Source: an optimization exercise on an open RTL-to-GDS flow (aim: small area). Production flows keep margins and buffers that such runs may drop.
Function was checked by simulation only, so behaviour that the tests miss may differ from the original.
The clock port is modelled as an ideal driver; clocking choices that lean on that would not hold on a real chip.
Power is estimated from default activity; no workload was simulated.

## flow/flow/run.sh

```bash
#!/bin/bash
# Standard ORFS layout with a leaner clock tree, minimum-size port buffers and a
# greedy downsizing pass after clock tree synthesis (flow/post_cts.tcl).
set -euo pipefail
export CTS_ARGS="-sink_clustering_enable -repair_clock_nets -dont_use_dummy_load -sink_buffer_max_cap_derate 1.0 -buf_list sky130_fd_sc_hd__clkbuf_16 -sink_clustering_size 30 -sink_clustering_max_diameter 60"
export BUFFER_PORTS_ARGS="-buffer_cell sky130_fd_sc_hd__buf_1"
export POST_CTS_TCL="$PWD/flow/post_cts.tcl"
bash standard.sh > standard.log 2>&1
```

## flow/flow/downsize.tcl

```tcl
# Greedy area recovery: give each logic cell the smallest drive strength of its own
# family that keeps every pin's slew and load within 80% of the library limits and
# leaves setup and hold slack above a margin. Flip-flops and clock buffers are left alone.
# Margins: 20% below the slew and load limits, or the design's own worst margin if
# that is already smaller (set by ds_init).
set ::ds_slew_thr 0.2
set ::ds_cap_thr 0.2
proc ds_init {} {
  estimate_parasitics -placement
  set ::ds_slew_thr [expr {min(0.2, [sta::max_slew_check_slack_limit])}]
  set ::ds_cap_thr [expr {min(0.2, [sta::max_capacitance_check_slack_limit])}]
  puts "downsize: slew margin $::ds_slew_thr, load margin $::ds_cap_thr"
}
proc ds_ok {} {
  estimate_parasitics -placement
  if {[sta::max_slew_check_slack_limit] < $::ds_slew_thr} { return 0 }
  if {[sta::max_capacitance_check_slack_limit] < $::ds_cap_thr} { return 0 }
  if {[sta::worst_slack_cmd max] < 0.5e-9} { return 0 }
  if {[sta::worst_slack_cmd min] < 0.2e-9} { return 0 }
  return 1
}
proc ds_run {} {
  set lib_cells {}
  foreach lc [get_lib_cells */*] { dict set lib_cells [get_name $lc] [get_property $lc area] }
  set saved 0.0
  set n 0
  ds_init
  if {![ds_ok]} { puts "downsize: design does not meet the timing margins to start with; skipped"; return }
  foreach inst [get_cells *] {
    set ref [get_property $inst ref_name]
    if {![regexp {^(sky130_fd_sc_hd__(buf|inv|nor|nand|and|or|a|o|x|mux|clkinv)\w*)_(\d+)$} $ref -> fam]} { continue }
    if {[regexp {dfxtp|edfxtp|tap|fill|decap|clkbuf|clkdly|conb|diode} $ref]} { continue }
    set cur [dict get $lib_cells $ref]
    set cands {}
    dict for {name area} $lib_cells {
      if {[regexp "^${fam}_(\\d+)\$" $name] && $area < $cur} { lappend cands [list $name $area] }
    }
    set cands [lsort -real -index 1 $cands]
    set iname [get_full_name $inst]
    foreach c $cands {
      replace_cell $iname [lindex $c 0]
      if {[ds_ok]} {
        set saved [expr {$saved + $cur - [lindex $c 1]}]
        incr n
        break
      }
      replace_cell $iname $ref
    }
  }
  puts [format "downsize: %d cells resized, %.1f um2 saved" $n $saved]
}

# Clock buffers: smallest clkbuf whose sinks all keep a slew below ds_clk_slew_limit (ns),
# with the timing margins above still met.
set ::ds_clk_slew_limit 0.105
proc ds_clk_sinks_ok {iname} {

  set net [get_nets -of_objects [get_pins $iname/X]]
  foreach p [get_pins -of_objects $net] {
    if {[get_property $p direction] != "input"} { continue }
    if {[get_property $p slew_max] > $::ds_clk_slew_limit} { return 0 }
  }
  return 1
}
proc ds_clk_run {} {
  set lib_cells {}
  foreach lc [get_lib_cells */sky130_fd_sc_hd__clkbuf_*] { dict set lib_cells [get_name $lc] [get_property $lc area] }
  set saved 0.0
  set n 0
  foreach inst [get_cells *] {
    set ref [get_property $inst ref_name]
    if {![regexp {^sky130_fd_sc_hd__clkbuf_\d+$} $ref]} { continue }
    set iname [get_full_name $inst]
    if {![ds_clk_sinks_ok $iname]} { continue }
    set cur [dict get $lib_cells $ref]
    set cands {}
    dict for {name area} $lib_cells { if {$area < $cur} { lappend cands [list $name $area] } }
    set cands [lsort -real -index 1 $cands]
    foreach c $cands {
      replace_cell $iname [lindex $c 0]
      if {[ds_clk_sinks_ok $iname] && [ds_ok]} {
        set saved [expr {$saved + $cur - [lindex $c 1]}]
        incr n
        break
      }
      replace_cell $iname $ref
    }
  }
  puts [format "downsize: %d clock buffers resized, %.1f um2 saved" $n $saved]
}
```

## flow/flow/post_cts.tcl

```tcl
# Sourced by ORFS at the end of clock tree synthesis (POST_CTS_TCL): area recovery on
# placement parasitics. Global routing then repairs slew and load on its own parasitics.
source [file join [file dirname [info script]] downsize.tcl]
ds_run
ds_clk_run
estimate_parasitics -placement
puts "after area recovery: slew slack [sta::max_slew_check_slack_limit] load slack [sta::max_capacitance_check_slack_limit] setup [sta::worst_slack_cmd max] hold [sta::worst_slack_cmd min]"
report_design_area
```

## flow/standard.sh

```bash
#!/bin/bash
# synth_recipe.tcl (not shown) runs the flow's synth.tcl, then flattens the netlist and writes it again
# the make line also repeats each setting of config.mk as NAME=value (left out here)
make -C /OpenROAD-flow-scripts/flow DESIGN_CONFIG=/design/flow/config.mk WORK_HOME=/design/flow/orfs CLKGATE_MAP_FILE= SYNTH_SCRIPT=/design/flow/synth_recipe.tcl "${@:-finish}"
```

## flow/config.mk

```make
export PLATFORM = sky130hd
export DESIGN_NAME = reg_file
export DESIGN_NICKNAME = reg_file
export VERILOG_FILES = /design/flow/design.v
export SDC_FILE = /design/flow/constraint.sdc
export NUM_CORES = 4
export LEC_CHECK = 0
export CAP_MARGIN = 20
export CORE_MARGIN = 2
export CORE_UTILIZATION = 30
export SLEW_MARGIN = 20
export SYNTH_HIERARCHICAL = 1
```

## flow/constraint.sdc

```tcl
create_clock -name core_clock -period 8.0 [get_ports {clock}]
set_input_delay 1.6000 -clock core_clock [delete_from_list [all_inputs] [get_ports {clock}]]
set_output_delay 1.6000 -clock core_clock [all_outputs]
set_load 0.01 [all_outputs]
```

## flow/design.v

```verilog
module reg_file #(
  parameter int DATA_WIDTH = 32,
  parameter int ADDR_WIDTH = 5
) (
  input  logic                  clock,
  input  logic                  reset,
  input  logic                  regwrite,
  input  logic [ADDR_WIDTH-1:0] rr1,
  input  logic [ADDR_WIDTH-1:0] rr2,
  input  logic [ADDR_WIDTH-1:0] wr,
  input  logic [DATA_WIDTH-1:0] write_data,
  output logic [DATA_WIDTH-1:0] rdata1,
  output logic [DATA_WIDTH-1:0] rdata2
);
  localparam int NUM_REGS = 2 ** ADDR_WIDTH;
  logic [NUM_REGS-1:1][DATA_WIDTH-1:0] r_regs_n;
  logic [NUM_REGS-1:1]                 w_we;
  logic [NUM_REGS-1:1]                 w_sel1;
  logic [NUM_REGS-1:1]                 w_sel2;
  logic                                w_nz1;
  logic                                w_nz2;
  logic [DATA_WIDTH-1:0]               w_wdata_n;
  logic                                w_reset_n;
  reg_file_inv u_reset_n (.a(reset), .y(w_reset_n));
  for (genvar b = 0; b < DATA_WIDTH; b++) begin : g_wdata
    reg_file_nand2 u_wd (.a(write_data[b]), .b(w_reset_n), .y(w_wdata_n[b]));
  end
  reg_file_wdec u_wdec (.reset(reset), .regwrite(regwrite), .a(wr), .we(w_we));
  reg_file_rdec u_rdec1 (.a(rr1), .sel(w_sel1), .nz(w_nz1));
  reg_file_rdec u_rdec2 (.a(rr2), .sel(w_sel2), .nz(w_nz2));
  always_ff @(posedge clock) begin
    for (int i = 1; i < NUM_REGS; i++) begin
      if (w_we[i]) r_regs_n[i] <= w_wdata_n;
    end
  end
  for (genvar b = 0; b < DATA_WIDTH; b++) begin : g_bit
    logic [NUM_REGS-1:1] w_col_n;
    for (genvar i = 1; i < NUM_REGS; i++) begin : g_col
      assign w_col_n[i] = r_regs_n[i][b];
    end
    reg_file_rd_bit u_rd1 (.sel(w_sel1), .nz(w_nz1), .q_n(w_col_n), .y(rdata1[b]));
    reg_file_rd_bit u_rd2 (.sel(w_sel2), .nz(w_nz2), .q_n(w_col_n), .y(rdata2[b]));
  end
endmodule
module reg_file_wdec (
  input  logic        reset,
  input  logic        regwrite,
  input  logic [4:0]  a,
  output logic [31:1] we
);
  logic [3:0] w_lo_n;   
  logic [7:0] w_hi_n;   
  logic       w_reset_n;
  always_comb begin
    for (int j = 0; j < 4; j++) w_lo_n[j] = ~(regwrite & (a[1:0] == 2'(j)));
    for (int k = 0; k < 8; k++) w_hi_n[k] = ~(a[4:2] == 3'(k));
  end
  assign w_reset_n = ~reset;
  for (genvar i = 1; i < 32; i++) begin : g_we
    reg_file_oai21 u_we (.a1(w_lo_n[i % 4]), .a2(w_hi_n[i / 4]), .b1(w_reset_n), .y(we[i]));
  end
endmodule
module reg_file_rdec (
  input  logic [4:0]  a,
  output logic [31:1] sel,
  output logic        nz
);
  logic [3:0] w_lo_n;   
  logic [7:0] w_hi_n;   
  always_comb begin
    for (int j = 0; j < 4; j++) w_lo_n[j] = ~(a[1:0] == 2'(j));
    for (int k = 0; k < 8; k++) w_hi_n[k] = ~(a[4:2] == 3'(k));
  end
  assign nz = |a;
  for (genvar i = 1; i < 32; i++) begin : g_sel
    reg_file_nor2 u_sel (.a(w_lo_n[i % 4]), .b(w_hi_n[i / 4]), .y(sel[i]));
  end
endmodule
module reg_file_rd_bit (
  input  logic [31:1] sel,
  input  logic        nz,
  input  logic [31:1] q_n,
  output logic        y
);
  logic [10:0] w_g;   
  for (genvar k = 0; k < 10; k++) begin : g_grp
    reg_file_aoi222 u_aoi (
      .s0(sel[3*k+1]), .d0(q_n[3*k+1]),
      .s1(sel[3*k+2]), .d1(q_n[3*k+2]),
      .s2(sel[3*k+3]), .d2(q_n[3*k+3]),
      .y(w_g[k])
    );
  end
  reg_file_nand2 u_g10 (.a(sel[31]), .b(q_n[31]), .y(w_g[10]));
  logic [2:0] w_t;   
  reg_file_nand4 u_t0 (.a(w_g[0]), .b(w_g[1]), .c(w_g[2]), .d(w_g[3]), .y(w_t[0]));
  reg_file_nand4 u_t1 (.a(w_g[4]), .b(w_g[5]), .c(w_g[6]), .d(w_g[7]), .y(w_t[1]));
  reg_file_nand4 u_t2 (.a(w_g[8]), .b(w_g[9]), .c(w_g[10]), .d(nz), .y(w_t[2]));
  reg_file_nor3 u_y (.a(w_t[0]), .b(w_t[1]), .c(w_t[2]), .y(y));
endmodule
module reg_file_aoi222 (
  input  logic s0, d0, s1, d1, s2, d2,
  output logic y
);
  assign y = ~((s0 & d0) | (s1 & d1) | (s2 & d2));
endmodule
module reg_file_oai21 (
  input  logic a1, a2, b1,
  output logic y
);
  assign y = ~((a1 | a2) & b1);
endmodule
module reg_file_nor2 (
  input  logic a, b,
  output logic y
);
  assign y = ~(a | b);
endmodule
module reg_file_nand2 (
  input  logic a, b,
  output logic y
);
  assign y = ~(a & b);
endmodule
module reg_file_nand4 (
  input  logic a, b, c, d,
  output logic y
);
  assign y = ~(a & b & c & d);
endmodule
module reg_file_nor3 (
  input  logic a, b, c,
  output logic y
);
  assign y = ~(a | b | c);
endmodule
module reg_file_inv (
  input  logic a,
  output logic y
);
  assign y = ~a;
endmodule
```

==> results.json, run 1 <==
{
  "outcome": "no timing/DRC/antenna violations",
  "grt_use_met2": 0.340,
  "required_ps": 6400,
  "finish.instance_area_um2": 43700,
  "avgSynthCellArea_um2": 18.4,
  "slowest_delay_ps": 940,
  "clock.fmax_ghz": 0.129,
  "synth_ff_type": "edfxtp_1",
  "yosysWarnings": 9,
  "crit_top_cell": "buf_1",
  "post-route-period-util": 0.967,
  "vias_per_cell": 7.04,
  "synth_most_common_cell": "edfxtp_1",
  "fin_crit_ps": 7730,
  "fp.coreArea_um2": 129000,
  "grt_usage": 0.234,
  "power_density_nw_per_um2": 231,
  "die_h_um": 365,
  "clk_pin_slew_ps": 90,
  "yosys.area.top_type": "edfxtp_1",
  "async_reset_ff_frac": 0,
  "setup_viol": 0,
  "grt_start_max_net_pins": 33,
  "rows": 132,
  "worstPathArrival_ps": 6130,
  "first_global_vias": 27400,
  "yosys_register_bits": 992,
  "synth_commonest_cells": "edfxtp_1, a222oi_1, nand4_1",
  "die_area_um2": 133000,
  "finalSetupTns_ps": 0,
  "drv_cap": 0,
  "hold_violations": 0,
  "start_util": 0.302,
  "portBuffers": 113,
  "synth-seq-area-share": 0.763,
  "synthToLayoutAreaGrowth_pct": 11.8,
  "nets": 2457,
  "largestRegisters": "r_regs_n x992",
  "relSlewSlack": 0.109,
  "top_usage_layer": "met2",
  "hold_class": "in2reg",
  "regMostFlops": "r_regs_n",
  "drcViolationCount": 0,
  "gr-total-overflow": 0,
  "worstMarginPinSlew_ps": 1340,
  "drt_iter0_markers": 8643,
  "use_met3": 0.0941,
  "drive_gt1_frac": 0.0919,
  "place.gp.congestion": 0.864,
  "antenna_found_initial": 11,
  "ant_nets": 0,
  "slew_viol_final": 0,
  "first_pass_iters": 17,
  "crit_type": "in2out",
  "start_kind": "input pin",
  "routed_wirelength_mm": 162,
  "synth.top_cell.area_share": 0.763,
  "ys_types": 17,
  "synth_area_um2": 39100,
  "cts_sinks": 992,
  "dp_hpwl_mm": 96.2,
  "netlist_instances": 2119,
  "rsz0062_at_grt": "no",
  "vias": 29200,
  "critPathSlowestCell": "buf_1",
  "fp.dieW_um": 365,
  "wire_per_inst_um": 39.0,
  "cts_tree": "yes",
  "placed_area_um2": 43500,
  "synth-edff-count": 992,
  "grt_pass1_wl_mm": 218,
  "pin_count": 114,
  "irDropWorstVdd_mv": 0.148,
  "synthTopCellsByArea": "edfxtp_1, a222oi_1, nand4_1",
  "path_cells": "buf_1 > nand2b_1 > nor2_1 > buf_1 > buf_1 > a222oi_1 > nand4_1 > nor3_1 > buf_1",
  "largest_register_ffs": 992,
  "power.leakage_uw": 0.0133,
  "crit_fanout": 14,
  "synth.net_count": 2169,
  "end_kind": "primary output",
  "use_met1": 0.313
}
-- worst max-delay path, delay by kind of cell --
kind	cells	cell delay (ps)
AO/OA/AOI/OAI	1	330
buffers and inverters	4	2270
AND/OR/NAND/NOR	4	1920
-- path summary, 6_finish.rpt --
check / cells after the start / endpoint / startpoint
worst max-delay path: 9 / rdata1[26] / rr1[0]
worst min-delay path: 2 / r_regs_n[418] / write_data[2]
-- routing by layer --
metal / up-vias / wire (um)
met5: - / 274
li1: 11000 / -
met2: 3029 / 66700
met4: 12 / 7920
met3: 469 / 28900
met1: 14700 / 58100
-- cells by family after synthesis --
logic type | Yosys count | synth area share
flip-flops | 992 | 0.763
AND/OR/NAND/NOR | 454 | 0.0693
buffers and inverters | 2 | 0.000192
AO/OA/AOI/OAI | 671 | 0.168
-- cell type report --
cell class,instances,area [um2]
multi-input combinational,1125,9360
tap,1742,2180
antenna,2,5.00
clock buffer,68,1320
timing repair buffer,218,1020
fill,12300,85600
inverter,2,7.51
sequential,992,29800
-- cells in the final DEF (no fill, tap or decap) --
| cell | n |
|---|---|
| nand2b_1 | 4 |
| buf_4 | 18 |
| clkbuf_1 | 1 |
| clkbuf_8 | 26 |
| nand3_1 | 4 |
| nor2_1 | 16 |
| clkbuf_16 | 37 |
| nand3b_1 | 11 |
| buf_8 | 5 |
| clkbuf_2 | 1 |
| nand2_1 | 92 |
| nor3_1 | 64 |
| nor2_2 | 8 |
| o21ai_4 | 7 |
| a222oi_1 | 640 |
| or3b_2 | 2 |
| diode_2 | 2 |
| nand4_1 | 192 |
| or2_2 | 4 |
| o21ai_0 | 24 |
| buf_2 | 60 |
| buf_6 | 1 |
| edfxtp_1 | 992 |
| buf_1 | 134 |
| inv_2 | 1 |
| inv_1 | 1 |
| or3_1 | 3 |
| clkbuf_4 | 3 |
| or3b_1 | 6 |
| nor2_4 | 40 |
| nand2_2 | 8 |
-- power breakdown --
group          internal [uW]  leakage [uW]  switching (uW)
Combinational            189       0.00282             700
Clock                   1150      0.000662            1590
Sequential              6220       0.00985             225
Total                   7560        0.0133            2510
-- modules after synthesis (local to each module, per instance), a selection --
module           area, um2  flops+latches  cells inside
reg_file             29800            992           992
reg_file_aoi222       10.0              0             1
reg_file_nor2         3.75              0             1
reg_file_inv          3.75              0             1
reg_file_oai21        5.00              0             1
reg_file_rdec         92.6              0            14
reg_file_nor3         10.0              0             1
reg_file_nand2        3.75              0             1
reg_file_wdec         92.6              0            13
reg_file_nand4        6.26              0             1
-- through the flow --
step,instances,total power (uW),setup WS [ps],hold WS [ps],utilization
6_report,4149,10100,267,1570,0.338
5_1_grt,4148,10300,477,1570,0.338
3_5_place_dp,4073,7460,1650,2230,0.336
2_1_floorplan,2119,6910,2790,2100,-
3_3_place_gp,4059,7430,1620,2220,0.333
==> inputs of run 2 (changes only) <==
==> flow/flow/run.sh (replaced) <==
#!/bin/bash
# Standard ORFS layout with a leaner clock tree, minimum-size port buffers and a
# greedy downsizing pass after clock tree synthesis (flow/post_cts.tcl).
set -euo pipefail
export CTS_ARGS="-sink_clustering_enable -repair_clock_nets -dont_use_dummy_load -sink_buffer_max_cap_derate 1.0 -buf_list sky130_fd_sc_hd__clkbuf_8 -sink_clustering_size 24 -sink_clustering_max_diameter 45"
export BUFFER_PORTS_ARGS="-buffer_cell sky130_fd_sc_hd__buf_1"
export POST_CTS_TCL="$PWD/flow/post_cts.tcl"
bash standard.sh > standard.log 2>&1
--- a/flow/flow/downsize.tcl
+++ b/flow/flow/downsize.tcl
@@ -2,3 +2,4 @@
 # family that keeps every pin's slew and load within 80% of the library limits and
-# leaves setup and hold slack above a margin. Flip-flops and clock buffers are left alone.
+# leaves setup and hold slack above a margin. Flip-flops and clock buffers are left to
+# the clock passes below.
 # Margins: 20% below the slew and load limits, or the design's own worst margin if
@@ -17,3 +18,3 @@
   if {[sta::max_capacitance_check_slack_limit] < $::ds_cap_thr} { return 0 }
-  if {[sta::worst_slack_cmd max] < 0.5e-9} { return 0 }
+  if {[sta::worst_slack_cmd max] < 1.0e-9} { return 0 }
   if {[sta::worst_slack_cmd min] < 0.2e-9} { return 0 }
@@ -90 +91,23 @@
 }
+
+# Clock buffers whose sinks see a slew above ds_clk_slew_limit get the next larger clkbuf.
+proc ds_clk_fix {} {
+  set sizes {}
+  foreach lc [get_lib_cells */sky130_fd_sc_hd__clkbuf_*] { lappend sizes [list [get_name $lc] [get_property $lc area]] }
+  set sizes [lsort -real -index 1 $sizes]
+  set n 0
+  foreach inst [get_cells *] {
+    set ref [get_property $inst ref_name]
+    if {![regexp {^sky130_fd_sc_hd__clkbuf_\d+$} $ref]} { continue }
+    set iname [get_full_name $inst]
+    set cur [get_property [get_lib_cells */$ref] area]
+    foreach c $sizes {
+      if {[ds_clk_sinks_ok $iname]} { break }
+      if {[lindex $c 1] <= $cur} { continue }
+      replace_cell $iname [lindex $c 0]
+      estimate_parasitics -placement
+      incr n
+    }
+  }
+  puts "downsize: $n clock buffer upsizes for sink slew"
+}
--- a/flow/flow/post_cts.tcl
+++ b/flow/flow/post_cts.tcl
@@ -4,2 +4,3 @@
 ds_run
+ds_clk_fix
 ds_clk_run
==> run 2 against run 1 <==
Compared with the run above: sequential share of layout area increased by 0.14 points; routed wire length increased by 0.53%; die area unchanged; synthesized cell count unchanged; via count increased by 0.97%; combinational power increased by 0.4%; clock-buffer cell count increased by 38; worst hold slack got worse by 59 ps; critical endpoint unchanged; largest cell class unchanged; largest power group unchanged.
==> results.json, run 2 <==
{
  "outcome": "no timing/DRC/antenna violations",
  "use_met3": 0.0967,
  "dp.cells": 4073,
  "crit_top_cell": "buf_1",
  "synth-seq-area-share": 0.763,
  "power_density_nw_per_um2": 228,
  "clk_pin_slew_ps": 100,
  "ys_types": 17,
  "wire_per_inst_um": 38.9,
  "crit_fanout": 13,
  "holdWs_ps": 1510,
  "path_cells": "buf_1 > nand2_1 > nor2_2 > buf_1 > buf_1 > a222oi_1 > nand4_1 > nor3_1 > buf_1",
  "first_global_vias": 27600,
  "synth.top_cell.area_share": 0.763,
  "drt_iter0_markers": 8649,
  "drv_cap": 0,
  "worstPathArrival_ps": 5640,
  "largestRegisters": "r_regs_n x992",
  "drcViolationCount": 0,
  "rows": 132,
  "async_reset_ff_frac": 0,
  "yosys.area.top_type": "edfxtp_1",
  "yosysWarnings": 9,
  "pin_count": 114,
  "antenna_found_initial": 8,
  "worstMarginPinSlew_ps": 1350,
  "top_usage_layer": "met2",
  "crit_type": "in2out",
  "pre_cts_ws_ps": 1650,
  "hold_class": "in2reg",
  "synthToLayoutAreaGrowth_pct": 11.6,
  "place.gp.congestion": 0.864,
  "synth.net_count": 2169,
  "fin_crit_ps": 7240,
  "use_met1": 0.317,
  "regMostFlops": "r_regs_n",
  "fillCellCount": 12300,
  "cts_tree": "yes",
  "grt_usage": 0.235,
  "routed_wirelength_mm": 163,
  "vias": 29500,
  "nets": 2495,
  "power.leakage_uw": 0.0133,
  "synthTopCellsByArea": "edfxtp_1, a222oi_1, nand4_1",
  "fin_ws_ps": 759,
  "netlist_instances": 2119,
  "finalSetupTns_ps": 0,
  "end_kind": "primary output",
  "largest_register_ffs": 992,
  "grt_start_max_net_pins": 33,
  "required_ps": 6400,
  "post-route-period-util": 0.905,
  "start_kind": "input pin",
  "slew_viol_final": 0,
  "ant_nets": 0,
  "setup_viol": 0,
  "synth_most_common_cell": "edfxtp_1",
  "final_common_cell": "edfxtp_1",
  "fp.dieW_um": 365,
  "dp_hpwl_mm": 96.2,
  "grt_use_met2": 0.334,
  "gr-total-overflow": 0,
  "critPathSlowestCell": "buf_1",
  "fp.coreArea_um2": 129000,
  "rsz0062_at_grt": "no",
  "drive_gt1_frac": 0.106,
  "clock.fmax_ghz": 0.138,
  "slowest_delay_ps": 900,
  "synth_area_um2": 39100,
  "vias_per_cell": 7.05,
  "synth_commonest_cells": "edfxtp_1, a222oi_1, nand4_1",
  "die_area_um2": 133000,
  "first_pass_iters": 15,
  "cts_sinks": 992,
  "instances_no_fill": 4185,
  "synth-edff-count": 992,
  "relSlewSlack": 0.0974,
  "irDropWorstVdd_mv": 0.137,
  "portBuffers": 113,
  "hold_violations": 0,
  "start_util": 0.302,
  "avgSynthCellArea_um2": 18.4,
  "antenna_cells": 0,
  "yosys_register_bits": 992,
  "synth_ff_type": "edfxtp_1",
  "die_h_um": 365,
  "grt_pass1_wl_mm": 218,
  "layout_common_cells": "edfxtp_1, a222oi_1, nand4_1, buf_1, nand2_1"
}
==> run 2: cell count changes in the layout (fill, tap and decap cells not counted), sizes merged <==
cell | previous run | this run
clkbuf | 68 | 106
diode | 2 | 0
==> run 2: per-layer routing <==
layer  routed length, um  vias to the layer above
met5                 159                        -
met4                8030                        8
met3               30100                      514
met2               66600                     3123
met1               57900                    14700
li1                    -                    11100
==> run 2: layout make-up <==
cell class | count | area [um2] | area share
flip-flops and latches | 992 | 29800 | 0.683
multi-input cells | 1125 | 9360 | 0.215
repair buffers | 218 | 1040 | 0.0240
well taps | 1742 | 2180 | 0.0500
inverters | 2 | 7.51 | 0.000172
clock buffers | 106 | 1210 | 0.0278
==> run 2: final timing paths <==
kind	from	slack (ps)	cells past startpoint	to
hold / removal	write_data[2]	1510	2	r_regs_n[450]
setup / recovery	rr1[0]	760	9	rdata1[26]
==> run 2: metrics by stage <==
stage / power (uW) / area, um2 / util
finish: 9930 / 43600 / 0.337
global route: 10200 / 43600 / 0.337
detailed placement: 7460 / 43500 / 0.336
global placement: 7430 / 43100 / 0.333
floorplan: 6910 / 39100 / -
==> run 2: worst max-delay path: cells and delay by family <==
family	cells	cell delay, ps
buf+inv	4	2020
compound gates	1	260
simple gates	4	1720
==> run 2: modules after synthesis, one instance, submodules excluded, excerpt <==
module	flops+latches	copies in the design	area (um2)
reg_file	992	1	29800
reg_file_aoi222	0	640	10.0
reg_file_inv	0	1	3.75
reg_file_nand2	0	96	3.75
reg_file_nand4	0	192	6.26
reg_file_nor2	0	62	3.75
reg_file_nor3	0	64	10.0
reg_file_oai21	0	31	5.00
reg_file_rdec	0	2	92.6
reg_file_wdec	0	1	92.6
==> run 2: kinds of logic (layout without fill, tap and decap cells) <==
logic type / Yosys count / count (layout) / share of synthesized area
AO/OA/AOI/OAI: 671 / 671 / 0.168
buffers and inverters: 2 / 326 / 0.000192
flip-flops: 992 / 992 / 0.763
AND/OR/NAND/NOR: 454 / 454 / 0.0693
==> run 2: power by group <==
group,switching [uW],total (uW),internal [uW]
clock,1610,2600,990
sequential,223,6440,6220
combinational,703,893,190
==> inputs of run 3 (changes only) <==
--- a/flow/design.v
+++ b/flow/design.v
@@ -84,3 +84,3 @@
 );
-  logic [10:0] w_g;   
+  logic [9:0]  w_g;   
   for (genvar k = 0; k < 10; k++) begin : g_grp
@@ -93,3 +93,2 @@
   end
-  reg_file_nand2 u_g10 (.a(sel[31]), .b(q_n[31]), .y(w_g[10]));
   logic [2:0] w_t;   
@@ -97,4 +96,4 @@
   reg_file_nand4 u_t1 (.a(w_g[4]), .b(w_g[5]), .c(w_g[6]), .d(w_g[7]), .y(w_t[1]));
-  reg_file_nand4 u_t2 (.a(w_g[8]), .b(w_g[9]), .c(w_g[10]), .d(nz), .y(w_t[2]));
-  reg_file_nor3 u_y (.a(w_t[0]), .b(w_t[1]), .c(w_t[2]), .y(y));
+  reg_file_nand3 u_t2 (.a(w_g[8]), .b(w_g[9]), .c(nz), .y(w_t[2]));
+  reg_file_aoi2111 u_y (.a1(sel[31]), .a2(q_n[31]), .b1(w_t[0]), .c1(w_t[1]), .d1(w_t[2]), .y(y));
 endmodule
@@ -130,3 +129,3 @@
 endmodule
-module reg_file_nor3 (
+module reg_file_nand3 (
   input  logic a, b, c,
@@ -134,3 +133,9 @@
 );
-  assign y = ~(a | b | c);
+  assign y = ~(a & b & c);
+endmodule
+module reg_file_aoi2111 (
+  input  logic a1, a2, b1, c1, d1,
+  output logic y
+);
+  assign y = ~((a1 & a2) | b1 | c1 | d1);
 endmodule
==> run 3 against run 2 <==
Compared with the run above: first-iteration DRC count down 11%; clock-buffer cell count down 10; worst setup slack better by 220 ps; clock power about the same; critical endpoint is now rdata1[4]; design area down 0.52%; still clean.
==> results.json, run 3 <==
{
  "finalSetupTns_ps": 0,
  "die_area_um2": 133000,
  "drv_cap": 0,
  "fin_crit_ps": 7020,
  "synth_ff_type": "edfxtp_1",
  "synthTopCellsByArea": "edfxtp_1, a222oi_1, a2111oi_2",
  "vias": 28800,
  "synth_mux_area_frac": 0,
  "clk_pin_slew_ps": 110,
  "power.leakage_uw": 0.0134,
  "yosys_register_bits": 992,
  "grt_pass1_wl_mm": 211,
  "regMostFlops": "r_regs_n",
  "fp.coreArea_um2": 129000,
  "synth.top_cell.area_share": 0.763,
  "cts_tree": "yes",
  "drcViolationCount": 0,
  "hold_violations": 0,
  "place.gp.congestion": 0.863,
  "antenna_found_initial": 9,
  "vias_per_cell": 7.00,
  "rsz0062_at_grt": "no",
  "fin_ws_ps": 978,
  "power_density_nw_per_um2": 228,
  "synthSimpleGateAreaFrac": 0.0447,
  "grt_start_max_net_pins": 33,
  "synthToLayoutAreaGrowth_pct": 11.0,
  "use_met1": 0.289,
  "relSlewSlack": 0.148,
  "clock.fmax_ghz": 0.142,
  "holdWs_ps": 1620,
  "first_pass_iters": 14,
  "yosysWarnings": 9,
  "crit_fanout": 14,
  "drt_iter0_markers": 7727,
  "final_common_cell": "edfxtp_1",
  "outcome": "no timing/DRC/antenna violations",
  "end_kind": "primary output",
  "drive_gt1_frac": 0.107,
  "start_util": 0.302,
  "use_met3": 0.0698,
  "post-route-period-util": 0.878,
  "required_ps": 6400,
  "synth_top_family_by_area": "compound AO/OA/AOI/OAI gates",
  "grt_use_met2": 0.340,
  "largestRegisters": "r_regs_n x992",
  "synthAdderAreaFrac": 0,
  "worstMarginPinSlew_ps": 1280,
  "nets": 2417,
  "netlist_instances": 2055,
  "synth_area_um2": 39100,
  "gr-total-overflow": 0,
  "layout_common_cells": "edfxtp_1, a222oi_1, nand4_1, buf_1, nand3_1",
  "synth-edff-count": 992,
  "worstPathArrival_ps": 5420,
  "synth_xor_area_frac": 0,
  "pre_cts_ws_ps": 1460,
  "synth.net_count": 2105,
  "crit_type": "in2out",
  "largest_register_ffs": 992,
  "slew_viol_final": 0,
  "yosys.area.top_type": "edfxtp_1",
  "cts_sinks": 992,
  "setup_viol": 0,
  "fp.dieW_um": 365,
  "grt_usage": 0.223,
  "rows": 132,
  "die_h_um": 365,
  "synth_compound_area_frac": 0.193,
  "start_kind": "input pin",
  "routed_wirelength_mm": 154,
  "ant_nets": 0,
  "async_reset_ff_frac": 0,
  "portBuffers": 113,
  "top_usage_layer": "met2",
  "pin_count": 114,
  "dp_hpwl_mm": 90.9,
  "ys_types": 17,
  "avgSynthCellArea_um2": 19.0,
  "irDropWorstVdd_mv": 0.131,
  "hold_class": "in2reg",
  "synth-seq-area-share": 0.763,
  "wire_per_inst_um": 37.6,
  "synth_commonest_cells": "edfxtp_1, a222oi_1, nand4_1",
  "synth_most_common_cell": "edfxtp_1",
  "first_global_vias": 27700
}
run 3: cell count changes after synthesis:
cell,change
a2111oi_2,+64
nor3_2,-64
nand2_1,-64
nand4_1,-64
nand3_1,+64
run 3: report_power, final:
| part | internal, uW | total [uW] | switching, uW | leakage, uW |
|---|---|---|---|---|
| registers | 6220 | 6450 | 229 | 0.00985 |
| logic | 186 | 845 | 659 | 0.00285 |
| clock network | 1000 | 2600 | 1600 | 0.000656 |
run 3: logic make-up (layout without fill, tap and decap cells):
logic type             Yosys count  count (layout)
and+or+nand+nor                326             326
buffers and inverters            2             312
DFF                            992             992
other                            0               3
AOI/OAI and AO/OA              735             735
run 3: final timing paths:
| kind | from | to | slack [ps] | cells after the start |
|---|---|---|---|---|
| worst min-delay path | write_data[25] | r_regs_n[921] | 1620 | 2 |
| worst max-delay path | rr1[1] | rdata1[4] | 980 | 9 |
run 3: layout make-up:
cell class | instances | area [um2]
fill | 12300 | 86000
sequential | 992 | 29800
multi-input combinational | 1061 | 9150
tap | 1742 | 2180
clock buffer | 96 | 1220
timing repair buffer | 214 | 1000
inverter | 2 | 7.51
antenna | 3 | 7.51
run 3: metrics by stage:
step,instance area [um2],utilization,total power [uW],instances
2_1_floorplan,39100,-,6930,2055
3_3_place_gp,43200,0.334,7450,4001
3_5_place_dp,43400,0.335,7480,4008
5_1_grt,43400,0.335,10200,4108
6_report,43400,0.335,9900,4110
run 3: modules after synthesis (local to each module, per instance), excerpt:
module	cells	flops+latches	copies in the design
reg_file_oai21	1	0	31
reg_file	992	992	1
reg_file_rdec	14	0	2
reg_file_aoi2111	1	0	64
reg_file_inv	1	0	1
reg_file_nor2	1	0	62
reg_file_nand2	1	0	32
reg_file_wdec	13	0	1
reg_file_aoi222	1	0	640
reg_file_nand4	1	0	128
reg_file_nand3	1	0	64
run 3: per-layer routing:
| metal | part of all wire | wire, um |
|---|---|---|
| met1 | 0.35 | 54700 |
| met2 | 0.44 | 68300 |
| met3 | 0.16 | 24300 |
| met4 | 0.046 | 7060 |
| met5 | 0.00034 | 52 |
run 3: worst max-delay path: stages:
cell and delay (ps):
buf_1 270, nand2b_1 570, nor2_1 420, buf_2 370, buf_2 330, a222oi_1 420, nand4_1 290, a2111oi_0 900
buf_1 230

[separate check: timing with driven ports]
Ports are ideal in the flow. The routed layouts listed here were re-timed in OpenROAD. Step 1: set_driving_cell puts a clkbuf_16 on clock and a buf_2 on each other input, an assumption about the parent block. Step 2 moves the port delays by t, midway between the first and last clock arrival at a register: inputs arrive t later, outputs are due t later. That takes back most of the time a late clock gives input paths. Slacks: ideal ports / drivers / drivers and shift; pairs: ideal ports / drivers.
run | t, ns | slack for setup (ns) | worst hold slack (ns) | worst setup path after step 2 | slew at the worst register clock pin (ns)
run 1 | 0.640 | 0.267 / 0.242 / 0.242 | 1.570 / 1.555 / 2.195 | input to output | 0.10 / 0.10
run 2 | 0.684 | 0.759 / 0.734 / 0.734 | 1.512 / 1.497 / 2.182 | input to output | 0.11 / 0.11
run 3 | 0.704 | 0.978 / 0.957 / 0.957 | 1.624 / 1.611 / 2.142 | input to output | 0.11 / 0.11
After both steps every run listed still meets setup and hold.
